Background: an optimization exercise with open tools, aiming at small area and a short achievable clock period. Do not read the settings as production practice.
The RTL of this run was laid out without a check of its function.
Power and IR drop assume default switching activity.

### flow/design.v
package mipsIsaPkg;
   localparam int regCount = 32;            
   typedef logic [4:0] regIdxT;
   localparam int immW     = 16;            
   localparam int jumpIdxW = 26;            
   typedef enum logic [5:0] {
      opRType = 6'h00,                      
      opJ     = 6'h02,
      opBeq   = 6'h04,
      opAddi  = 6'h08,
      opLb    = 6'h20,                      
      opLw    = 6'h23,
      opSw    = 6'h2b
   } opcodeT;
   typedef enum logic [5:0] {
      fnAdd = 6'h20,
      fnSub = 6'h22,
      fnAnd = 6'h24,
      fnOr  = 6'h25,
      fnXor = 6'h26,
      fnSlt = 6'h2a                         
   } functT;
   typedef struct packed {
      opcodeT     opcode;
      regIdxT     rs;
      regIdxT     rt;
      regIdxT     rd;
      logic [4:0] shamt;
      logic [5:0] funct;                    
   } instrT;
endpackage
package datapathCtrlPkg;
   localparam int wordW  = 32;
   localparam int blockW = 4;               
   localparam int byteW  = 8;
   typedef logic [wordW-1:0] wordT;
   typedef enum logic [1:0] {
      forceAdd = 2'b00,                     
      forceSub = 2'b01,                     
      byFunct  = 2'b10                      
   } aluOpModeT;
   typedef enum logic [2:0] {
      aluAnd  = 3'b000,
      aluOr   = 3'b001,
      aluAdd  = 3'b010,
      aluXor  = 3'b011,
      aluSub  = 3'b110,
      aluXnor = 3'b111
   } aluOperT;
   typedef enum logic [1:0] {selB, selFour, selImm, selImmShift} srcBSelT;
   typedef enum logic [1:0] {pcAlu, pcAluReg, pcJump, pcVector} pcSourceT;
   localparam wordT exceptionVector = 32'hc000_0000;
   localparam wordT pcStep          = 32'd4;
endpackage
module claAdder (
   input  datapathCtrlPkg::wordT a,
   input  datapathCtrlPkg::wordT b,
   input  logic                  subtract,   
   output datapathCtrlPkg::wordT sum,
   output logic                  overflow    
);
   datapathCtrlPkg::wordT                      bEff;          
   datapathCtrlPkg::wordT                      carry0;        
   datapathCtrlPkg::wordT                      carry1;        
   datapathCtrlPkg::wordT                      carry;         
   logic [datapathCtrlPkg::wordW/datapathCtrlPkg::blockW:0]     blockCin;      
   function automatic logic [datapathCtrlPkg::blockW-1:0] lookahead(
      input logic [datapathCtrlPkg::blockW-1:0] x,
      input logic [datapathCtrlPkg::blockW-1:0] y,
      input logic              cin
   );
      logic [datapathCtrlPkg::blockW-1:0] g;
      logic [datapathCtrlPkg::blockW-1:0] p;
      logic [datapathCtrlPkg::blockW-1:0] c;
      g    = x & y;                          
      p    = x | y;                          
      c[0] = g[0] | (p[0] & cin);
      c[1] = g[1] | (p[1] & g[0]) | (&p[1:0] & cin);
      c[2] = g[2] | (p[2] & g[1]) | (&p[2:1] & g[0]) | (&p[2:0] & cin);
      c[3] = g[3] | (p[3] & g[2]) | (&p[3:2] & g[1]) | (&p[3:1] & g[0])
           | (&p[3:0] & cin);
      lookahead = c;
   endfunction
   assign bEff        = subtract ? ~b : b;
   assign blockCin[0] = subtract;            
   for (genvar k = 0; k < datapathCtrlPkg::wordW / datapathCtrlPkg::blockW; k++)
   begin : gBlock
      assign carry0[k*datapathCtrlPkg::blockW +: datapathCtrlPkg::blockW] =
         lookahead(a[k*datapathCtrlPkg::blockW +: datapathCtrlPkg::blockW], bEff[k*datapathCtrlPkg::blockW +: datapathCtrlPkg::blockW], 1'b0);
      assign carry1[k*datapathCtrlPkg::blockW +: datapathCtrlPkg::blockW] =
         lookahead(a[k*datapathCtrlPkg::blockW +: datapathCtrlPkg::blockW], bEff[k*datapathCtrlPkg::blockW +: datapathCtrlPkg::blockW], 1'b1);
      assign carry[k*datapathCtrlPkg::blockW +: datapathCtrlPkg::blockW]  =
         blockCin[k] ? carry1[k*datapathCtrlPkg::blockW +: datapathCtrlPkg::blockW] : carry0[k*datapathCtrlPkg::blockW +: datapathCtrlPkg::blockW];
      assign blockCin[k+1] = carry[k*datapathCtrlPkg::blockW + datapathCtrlPkg::blockW - 1];    
   end
   assign sum      = a ^ bEff ^ {carry[datapathCtrlPkg::wordW-2:0], blockCin[0]};
   assign overflow = carry[datapathCtrlPkg::wordW-1] ^ carry[datapathCtrlPkg::wordW-2];    
endmodule
module alu (
   input  datapathCtrlPkg::wordT    opA,
   input  datapathCtrlPkg::wordT    opB,
   input  datapathCtrlPkg::aluOperT operation,
   output datapathCtrlPkg::wordT    result,
   output logic                     zero,
   output logic                     overflow
);
   datapathCtrlPkg::wordT bOper;             
   datapathCtrlPkg::wordT andRes;
   datapathCtrlPkg::wordT orRes;
   datapathCtrlPkg::wordT xorRes;            
   datapathCtrlPkg::wordT sumRes;
   logic adderOvf;
   assign bOper  = operation[2] ? ~opB : opB;
   assign andRes = opA & bOper;
   assign orRes  = opA | bOper;
   assign xorRes = opA ^ bOper;
   claAdder adder (
      .a        (opA),
      .b        (opB),
      .subtract (operation[2]),
      .sum      (sumRes),
      .overflow (adderOvf)
   );
   always_comb
   begin
      case (operation)
         datapathCtrlPkg::aluAnd:                          result = andRes;
         datapathCtrlPkg::aluOr:                           result = orRes;
         datapathCtrlPkg::aluAdd, datapathCtrlPkg::aluSub:   result = sumRes;
         datapathCtrlPkg::aluXor, datapathCtrlPkg::aluXnor:  result = xorRes;
         default:                                          result = '1;       
      endcase
   end
   assign zero     = ~|result;
   assign overflow = adderOvf & (operation == datapathCtrlPkg::aluAdd);
endmodule
module aluControl (
   input  datapathCtrlPkg::aluOpModeT mode,
   input  logic [5:0]                 funct,
   output datapathCtrlPkg::aluOperT   operation
);
   always_comb
   begin
      case (mode)
         datapathCtrlPkg::forceAdd: operation = datapathCtrlPkg::aluAdd;    
         datapathCtrlPkg::forceSub: operation = datapathCtrlPkg::aluSub;    
         default:
         begin
            case (funct)
               mipsIsaPkg::fnAdd:   operation = datapathCtrlPkg::aluAdd;
               mipsIsaPkg::fnSub:   operation = datapathCtrlPkg::aluSub;
               mipsIsaPkg::fnAnd:   operation = datapathCtrlPkg::aluAnd;
               mipsIsaPkg::fnOr:    operation = datapathCtrlPkg::aluOr;
               mipsIsaPkg::fnXor:   operation = datapathCtrlPkg::aluXor;
               default: operation = datapathCtrlPkg::aluXnor;
            endcase
         end
      endcase
   end
endmodule
module regFile (
   input  logic                   Clock,
   input  logic                   regWrite,
   input  mipsIsaPkg::regIdxT     readIdx1,
   input  mipsIsaPkg::regIdxT     readIdx2,
   input  mipsIsaPkg::regIdxT     writeIdx,
   input  datapathCtrlPkg::wordT  writeData,
   output datapathCtrlPkg::wordT  readData1,
   output datapathCtrlPkg::wordT  readData2
);
   datapathCtrlPkg::wordT regs [1:mipsIsaPkg::regCount-1];                
   assign readData1 = (readIdx1 != '0) ? regs[readIdx1] : '0;
   assign readData2 = (readIdx2 != '0) ? regs[readIdx2] : '0;
   always_ff @(posedge Clock)
   begin
      if (regWrite && (writeIdx != '0))
      begin
         regs[writeIdx] <= writeData;
      end
   end
endmodule
module pcUnit (
   input  logic                             Clock,
   input  logic                             rstN,
   input  logic                             pcWrite,
   input  logic                             pcWriteCond,    
   input  datapathCtrlPkg::pcSourceT        pcSource,
   input  logic                             zero,
   input  datapathCtrlPkg::wordT            aluResult,      
   input  datapathCtrlPkg::wordT            aluHeld,        
   input  logic [mipsIsaPkg::jumpIdxW-1:0]  jumpIndex,
   output datapathCtrlPkg::wordT            pc
);
   datapathCtrlPkg::wordT jumpTarget;
   datapathCtrlPkg::wordT nextPc;
   logic pcEnable;
   assign jumpTarget = {pc[datapathCtrlPkg::wordW-1:datapathCtrlPkg::wordW-4], jumpIndex, 2'b00};
   always_comb
   begin
      case (pcSource)
         datapathCtrlPkg::pcAlu:    nextPc = aluResult;           
         datapathCtrlPkg::pcAluReg: nextPc = aluHeld;             
         datapathCtrlPkg::pcJump:   nextPc = jumpTarget;
         default:  nextPc = datapathCtrlPkg::exceptionVector;
      endcase
   end
   assign pcEnable = pcWrite | (pcWriteCond & zero);
   always_ff @(posedge Clock)
   begin
      if (!rstN)
      begin
         pc <= '0;
      end
      else if (pcEnable)
      begin
         pc <= nextPc;
      end
   end
endmodule
module loadAligner (
   input  datapathCtrlPkg::wordT mdr,
   input  datapathCtrlPkg::wordT aluHeld,    
   input  logic                  memToReg,
   input  logic                  loadByte,
   output datapathCtrlPkg::wordT regWriteData
);
   logic [datapathCtrlPkg::byteW-1:0] laneByte;
   datapathCtrlPkg::wordT             byteExt;
   always_comb
   begin
      case (aluHeld[1:0])
         2'b00:   laneByte = mdr[31:24];
         2'b01:   laneByte = mdr[23:16];
         2'b10:   laneByte = mdr[15:8];
         default: laneByte = mdr[7:0];
      endcase
   end
   assign byteExt = {{(datapathCtrlPkg::wordW-datapathCtrlPkg::byteW){laneByte[datapathCtrlPkg::byteW-1]}}, laneByte};    
   always_comb
   begin
      if (loadByte)
      begin
         regWriteData = byteExt;
      end
      else if (memToReg)
      begin
         regWriteData = mdr;
      end
      else
      begin
         regWriteData = aluHeld;                 
      end
   end
endmodule
module mipsDatapath (
   input  logic        Clock,
   input  logic        rstN,
   input  logic        pcWriteCond,    
   input  logic        pcWrite,
   input  logic        iOrD,           
   input  logic        irWrite,
   input  logic        memToReg,
   input  logic        loadByte,
   input  logic        regWrite,
   input  logic        regDst,         
   input  logic        aluSrcA,        
   input  logic [1:0]  aluOp,          
   input  logic [1:0]  aluSrcB,        
   input  logic [1:0]  pcSource,       
   input  logic [31:0] memData,
   output logic [31:0] address,
   output logic [31:0] writeData,
   output logic [5:0]  opcode,         
   output logic        overflow        
);
   mipsIsaPkg::instrT      ir;                        
   datapathCtrlPkg::wordT  mdr;                       
   datapathCtrlPkg::wordT  regA;
   datapathCtrlPkg::wordT  regB;
   datapathCtrlPkg::wordT  aluHeld;                   
   datapathCtrlPkg::wordT  pc;
   datapathCtrlPkg::wordT  readData1;
   datapathCtrlPkg::wordT  readData2;
   datapathCtrlPkg::wordT  regWriteData;
   datapathCtrlPkg::wordT  immExt;                    
   datapathCtrlPkg::wordT  immShift;                  
   mipsIsaPkg::regIdxT     writeIdx;
   datapathCtrlPkg::wordT    aluOpA;
   datapathCtrlPkg::wordT    aluOpB;
   datapathCtrlPkg::aluOperT aluOperation;
   datapathCtrlPkg::wordT    aluResult;
   logic                     aluZero;
   logic                     aluOverflow;
   always_ff @(posedge Clock)
   begin
      mdr     <= memData;
      regA    <= readData1;
      regB    <= readData2;
      aluHeld <= aluResult;
      if (irWrite)
      begin
         ir <= mipsIsaPkg::instrT'(memData);
      end
   end
   always_ff @(posedge Clock)
   begin
      if (!rstN)
      begin
         overflow <= 1'b0;
      end
      else
      begin
         overflow <= aluOverflow;
      end
   end
   assign address  = iOrD ? aluHeld : pc;
   assign writeIdx = regDst ? ir.rd : ir.rt;
   assign immExt   = {{(datapathCtrlPkg::wordW-mipsIsaPkg::immW){ir[mipsIsaPkg::immW-1]}},
                      ir[mipsIsaPkg::immW-1:0]};
   assign immShift = immExt << 2;
   assign aluOpA = aluSrcA ? regA : pc;
   always_comb
   begin
      case (aluSrcB)
         datapathCtrlPkg::selB:     aluOpB = regB;
         datapathCtrlPkg::selFour:  aluOpB = datapathCtrlPkg::pcStep;
         datapathCtrlPkg::selImm:   aluOpB = immExt;
         default:                   aluOpB = immShift;       
      endcase
   end
   assign writeData = regB;                    
   assign opcode    = ir.opcode;
   pcUnit pcBlk (
      .Clock       (Clock),
      .rstN        (rstN),
      .pcWrite     (pcWrite),
      .pcWriteCond (pcWriteCond),
      .pcSource    (datapathCtrlPkg::pcSourceT'(pcSource)),
      .zero        (aluZero),
      .aluResult   (aluResult),
      .aluHeld     (aluHeld),
      .jumpIndex   (ir[mipsIsaPkg::jumpIdxW-1:0]),
      .pc          (pc)
   );
   regFile regs (
      .Clock     (Clock),
      .regWrite  (regWrite),
      .readIdx1  (ir.rs),
      .readIdx2  (ir.rt),
      .writeIdx  (writeIdx),
      .writeData (regWriteData),
      .readData1 (readData1),
      .readData2 (readData2)
   );
   aluControl aluCtl (
      .mode      (datapathCtrlPkg::aluOpModeT'(aluOp)),
      .funct     (ir.funct),
      .operation (aluOperation)
   );
   alu aluBlk (
      .opA       (aluOpA),
      .opB       (aluOpB),
      .operation (aluOperation),
      .result    (aluResult),
      .zero      (aluZero),
      .overflow  (aluOverflow)
   );
   loadAligner aligner (
      .mdr          (mdr),
      .aluHeld      (aluHeld),
      .memToReg     (memToReg),
      .loadByte     (loadByte),
      .regWriteData (regWriteData)
   );
endmodule
### flow/run.sh
#!/bin/bash
# synth_recipe.tcl (not shown) runs the flow's synth.tcl, then flattens the netlist and writes it again
# the make line also repeats each setting of config.mk as NAME=value (left out here)
make -C /OpenROAD-flow-scripts/flow DESIGN_CONFIG=/design/flow/config.mk WORK_HOME=/design/flow/orfs CLKGATE_MAP_FILE= SYNTH_SCRIPT=/design/flow/synth_recipe.tcl finish
### flow/config.mk
export PLATFORM = sky130hd
export DESIGN_NAME = mipsDatapath
export DESIGN_NICKNAME = mipsDatapath
export VERILOG_FILES = /design/flow/design.v
export SDC_FILE = /design/flow/constraint.sdc
export NUM_CORES = 4
export LEC_CHECK = 0
export CAP_MARGIN = 20
export CORE_MARGIN = 5
export CORE_UTILIZATION = 40
export SLEW_MARGIN = 20
### flow/constraint.sdc
create_clock -name core_clock -period 5.0 [get_ports {Clock}]
set_input_delay 1.0000 -clock core_clock [delete_from_list [all_inputs] [get_ports {Clock}]]
set_output_delay 1.0000 -clock core_clock [all_outputs]
set_load 0.01 [all_outputs]
==> results_dict.tcl <==
set metrics [dict create \
    die-area_um2 152300 \
    synthAdderAreaFrac 0.01406 \
    cp_cell_sequence "and4bb_1 > o21ai_2 > nand2_4 > clkbuf_16 > xor2_2 > ha_2 > nor2_1 > buf_4 > and3_4 > a221o_4 > a211oi_2 > nor3_2 > or4_4 > nor4_4 > nand4_1 > nor4_4 > a21oi_4 > buf_6 > buf_12 > mux2i_2" \
    die_h_um 390.3 \
    netlist_area_um2 57840 \
    fin_nets 4074 \
    die_w_um 390.3 \
    cts_buffers 118 \
    outcome "no timing/DRC/antenna violations" \
    timing.hold.ws_ps 477.3 \
    synth_top_family_by_area "multiplexers" \
    hp-class "reg2reg" \
    cts_tree "yes" \
    period_share 0.9623 \
    fp.coreArea_um2 143700 \
    drt_iter0_drc 3964 \
    vias_per_cell 6.040 \
    cts_root_buf "clkbuf_16" \
    setup_ws_ps 188.7 \
    worstSkewPairLatency_ps 760 \
    rsz0062_at_grt "false" \
    leakagePower_uw 0.02388 \
    synth-edff-count 1024 \
    synthFlopType "edfxtp_1" \
    end_kind "flop" \
    rows 139 \
    period_needed_ps 4811 \
    crit_fanout 11 \
    io_pins 120 \
    r2r_slack_ps 190 \
    synth_compound_area_frac 0.04808 \
    synth_mux_area_frac 0.2728 \
    yosysSeqAreaShare 0.5873 \
    drv_cap 0 \
    powerDensity_nw_per_um2 413.0 \
    finalSetupViolCount 0 \
    cp.required_ps 5630 \
    finalHoldViolCount 0 \
    critPathSlowestCell "or4_4" \
    antenna_found_initial 4 \
    drc 0 \
    start_kind "flop" \
    worstSetupPathType "reg2reg" \
    grt_use_total 0.2425 \
    dr_total_vias 36040 \
    postSynthAreaPerCell_um2 16.32 \
    worstPathArrival_ps 5440 \
    initial_core_util 0.4027 \
    overflow 0 \
    ys_seq_elements 1185 \
    final_core_util 0.4818 \
    ys_warn_count 7 \
    async_flop_share 0 \
    grt_max_degree 102 \
    wl_per_cell_um 31.40 \
    clk_pin_slew_ps 60 \
    antenna_left 0 \
    gp_congestion 0.9227 \
    syn_nets 3659 \
    drt_first_pass_iters 5 \
    synth_xor_area_frac 0.006057 \
    worst_path_most_repeated_cell "nor4_4" \
    whs_path_depth 2 \
    dpl_worst_slack_ps -894.6 \
    grt_pass1_wl_um 265700 \
    fin_skew_ps 32.05 \
    layout-drive-gt1-share 0.3395 \
    area_delta_synth_final_pct 19.64 \
    grt_pass1_vias 36130 \
    r2r_start "ir[3]" \
    crit_start "ir[3]" \
    cts.sinks 1185 \
    worstMarginPinSlew_ps 1142 \
    fmax_mhz 207.8 \
    netlist_instances 3545 \
    port_buffers 119 \
    irDropWorstVdd_uv 348.7 \
    cpPeakStageDelay_ps 560 \
    clock_path_buffers 3 \
    htree_levels 3 \
    nFillCells 12070 \
    dp_hpwl_um 118800 \
    min-delay-start "pcBlk.pc[10]" \
    synth_simple_gate_area_share 0.04685 \
    max_slew_margin 0.2366 \
    slew_violations 0 \
    finalWirelength_um 187300 \
    synth_cell_types 88 \
    ff2ff_path_depth 20 \
]
-- critical path: cells and delay by family (launching register included) --
kind	cells	cell delay, ps
multiplexers	1	160
adder cells (fa/ha/maj)	1	220
buffers and inverters	4	580
AO/OA/AOI/OAI	4	840
XOR/XNOR	1	160
flip-flops	1	440
AND/OR/NAND/NOR	9	2260
-- state kept, by name, summed over array words and instances (netlist names) --
| register | flops |
|---|---|
| regA | 32 |
| regs.regs | 992 |
| regB | 32 |
| aluHeld | 32 |
| overflow | 1 |
| pcBlk.pc | 32 |
| mdr | 32 |
| ir | 32 |
-- synthesized netlist by cell type (4+ instances only) --
master | n | area [um2]
o311ai_1 | 5 | 43.79
a211o_1 | 4 | 35.03
nand3b_1 | 6 | 45.04
or3_1 | 13 | 81.33
nor4_1 | 9 | 56.30
ha_1 | 65 | 813.3
inv_1 | 99 | 371.6
mux4_2 | 557 | 12540
or4_1 | 4 | 30.03
o211ai_1 | 21 | 157.7
xnor2_1 | 20 | 175.2
xor2_1 | 20 | 175.2
a21oi_1 | 133 | 665.6
o311a_1 | 4 | 40.04
nand3_1 | 19 | 95.09
and3_1 | 5 | 31.28
mux2_2 | 42 | 473.0
clkbuf_1 | 173 | 649.4
o311ai_0 | 6 | 52.55
dfxtp_1 | 161 | 3223
edfxtp_1 | 1024 | 30750
mux2i_1 | 276 | 2763
buf_4 | 6 | 45.04
nor3b_1 | 7 | 52.55
o21ai_0 | 91 | 455.4
nand2b_1 | 13 | 81.33
buf_1 | 64 | 240.2
nand2_1 | 150 | 563.0
nor2_1 | 266 | 998.5
o31ai_1 | 12 | 90.09
a211oi_1 | 46 | 345.3
nor3_1 | 24 | 120.1
nor2b_1 | 44 | 275.3
or2_2 | 5 | 31.28
o21a_1 | 6 | 45.04
nand4_1 | 5 | 31.28
and2_1 | 7 | 43.79
a31oi_1 | 15 | 93.84
o221ai_1 | 11 | 96.34
o22ai_1 | 10 | 62.56
buf_2 | 9 | 45.04
buf_6 | 4 | 45.04
a21o_1 | 10 | 75.07
-- cells by family (layout without fill, tap and decap cells) --
group	count (synthesis)	count (layout)
other	0	2
XOR/XNOR	40	40
AO/OA/AOI/OAI	428	428
flip-flops	1185	1185
AND/OR/NAND/NOR	595	595
buffers and inverters	357	874
adder cells (fa/ha/maj)	65	65
multiplexers	875	875
-- stage by stage --
| stage | cell area (um2) | cells | total power [uW] | TNS, ps |
|---|---|---|---|---|
| after detailed placement | 64460 | 5717 | 19290 | -27940 |
| after global placement | 64420 | 5716 | 19250 | -25850 |
| after global routing | 69200 | 5965 | 29640 | 0 |
| after CTS | 68750 | 5951 | 28490 | 0 |
| after floorplan | 57900 | 3545 | 15990 | 0 |
| final | 69210 | 5967 | 28580 | 0 |
-- path summary, 6_finish.rpt --
kind / end
max: pcBlk.pc[12]
min: pcBlk.pc[10]
max reg2reg: pcBlk.pc[12]
min reg2reg: pcBlk.pc[10]
-- layout make-up --
class | instances | area [um2] | share of cell area
diodes | 2 | 5.005 | 0.00007232
multi-input cells | 2003 | 23310 | 0.3368
flip-flops and latches | 1185 | 33970 | 0.4909
well taps | 1903 | 2381 | 0.03440
clock buffers | 149 | 3212 | 0.04641
repair buffers | 553 | 5159 | 0.07454
clock inverters | 73 | 797.0 | 0.01152
inverters | 99 | 371.6 | 0.005369
-- routing by layer --
layer	GRT usage	vias up	wire length [um]
li1	-	15180	-
met1	0.3237	18880	73630
met2	0.4006	1673	90820
met3	0.04415	304	15630
met4	0.08919	0	7274
met5	0	-	0
-- power by group --
group          internal (uW)  switching [uW]  leakage, uW
logic                   3120            3970       0.0113
clock network           5190            3940      0.00195
registers              11900             429       0.0106
total                  20200            8340       0.0239
-- repair_timing --
action                                  4_1_cts  5_1_grt
pin swaps                                    13       35
gates resized for setup                      42       65
cloned                                        1        1
buffers inserted                             11       12
hold buffers                                  0        0
hold endpoints to repair                      0        0
endpoints found under the setup margin       32       32
-- layout by cell type, fill, tap and decap left out, types with 8 or more instances in the layout --
master	synthesis	final
nand3_1	19	19
or3_1	13	11
clkbuf_1	173	19
xnor2_1	20	17
clkinv_2	0	25
mux4_2	557	557
bufinv_16	0	12
buf_6	4	9
clkinv_1	0	14
clkbuf_16	0	121
edfxtp_1	1024	1024
nand2b_1	13	13
nor2_4	1	43
clkdlybuf4s50_1	0	109
a211oi_1	46	45
nor2b_1	44	42
inv_1	99	99
a21oi_1	133	125
clkinvlp_4	0	8
dfxtp_1	161	161
buf_12	2	52
nor3_1	24	18
mux2_2	42	42
clkbuf_8	0	10
nor2_1	266	220
o21ai_0	91	74
mux2i_1	276	272
nand2_1	150	149
o221ai_1	11	11
a31oi_1	15	9
o211ai_1	21	21
buf_4	6	370
o22ai_1	10	10
a21o_1	10	10
xor2_1	20	15
ha_1	65	58
o21ai_1	2	10

==> static timing again, ports no longer ideal <==
In the flow no input, the clock included, has a driving cell. The finished layout below was timed again as built, in two steps. Step 1 sets driving cells, clkbuf_16 on the clock port and buf_2 on the other inputs (assumed; they add their load-dependent delay and slew). Step 2 moves the port delays by t, midway between the first and last clock arrival at a register: inputs arrive t later, outputs are due t later. That takes back most of the time a late clock gives input paths. Slacks: ideal ports / drivers / drivers and shift; pairs: ideal ports / drivers.
t (ns): 0.810
slack for setup (ns): 0.189 / 0.189 / -0.485
worst setup path after step 2: input to register
cell pins on the clock port's net: 1
Met with ideal ports but missed after step 2: setup timing in this run. For this run, drivers alone change the setup slack by 0.000 ns; drivers and shift together by -0.674 ns.
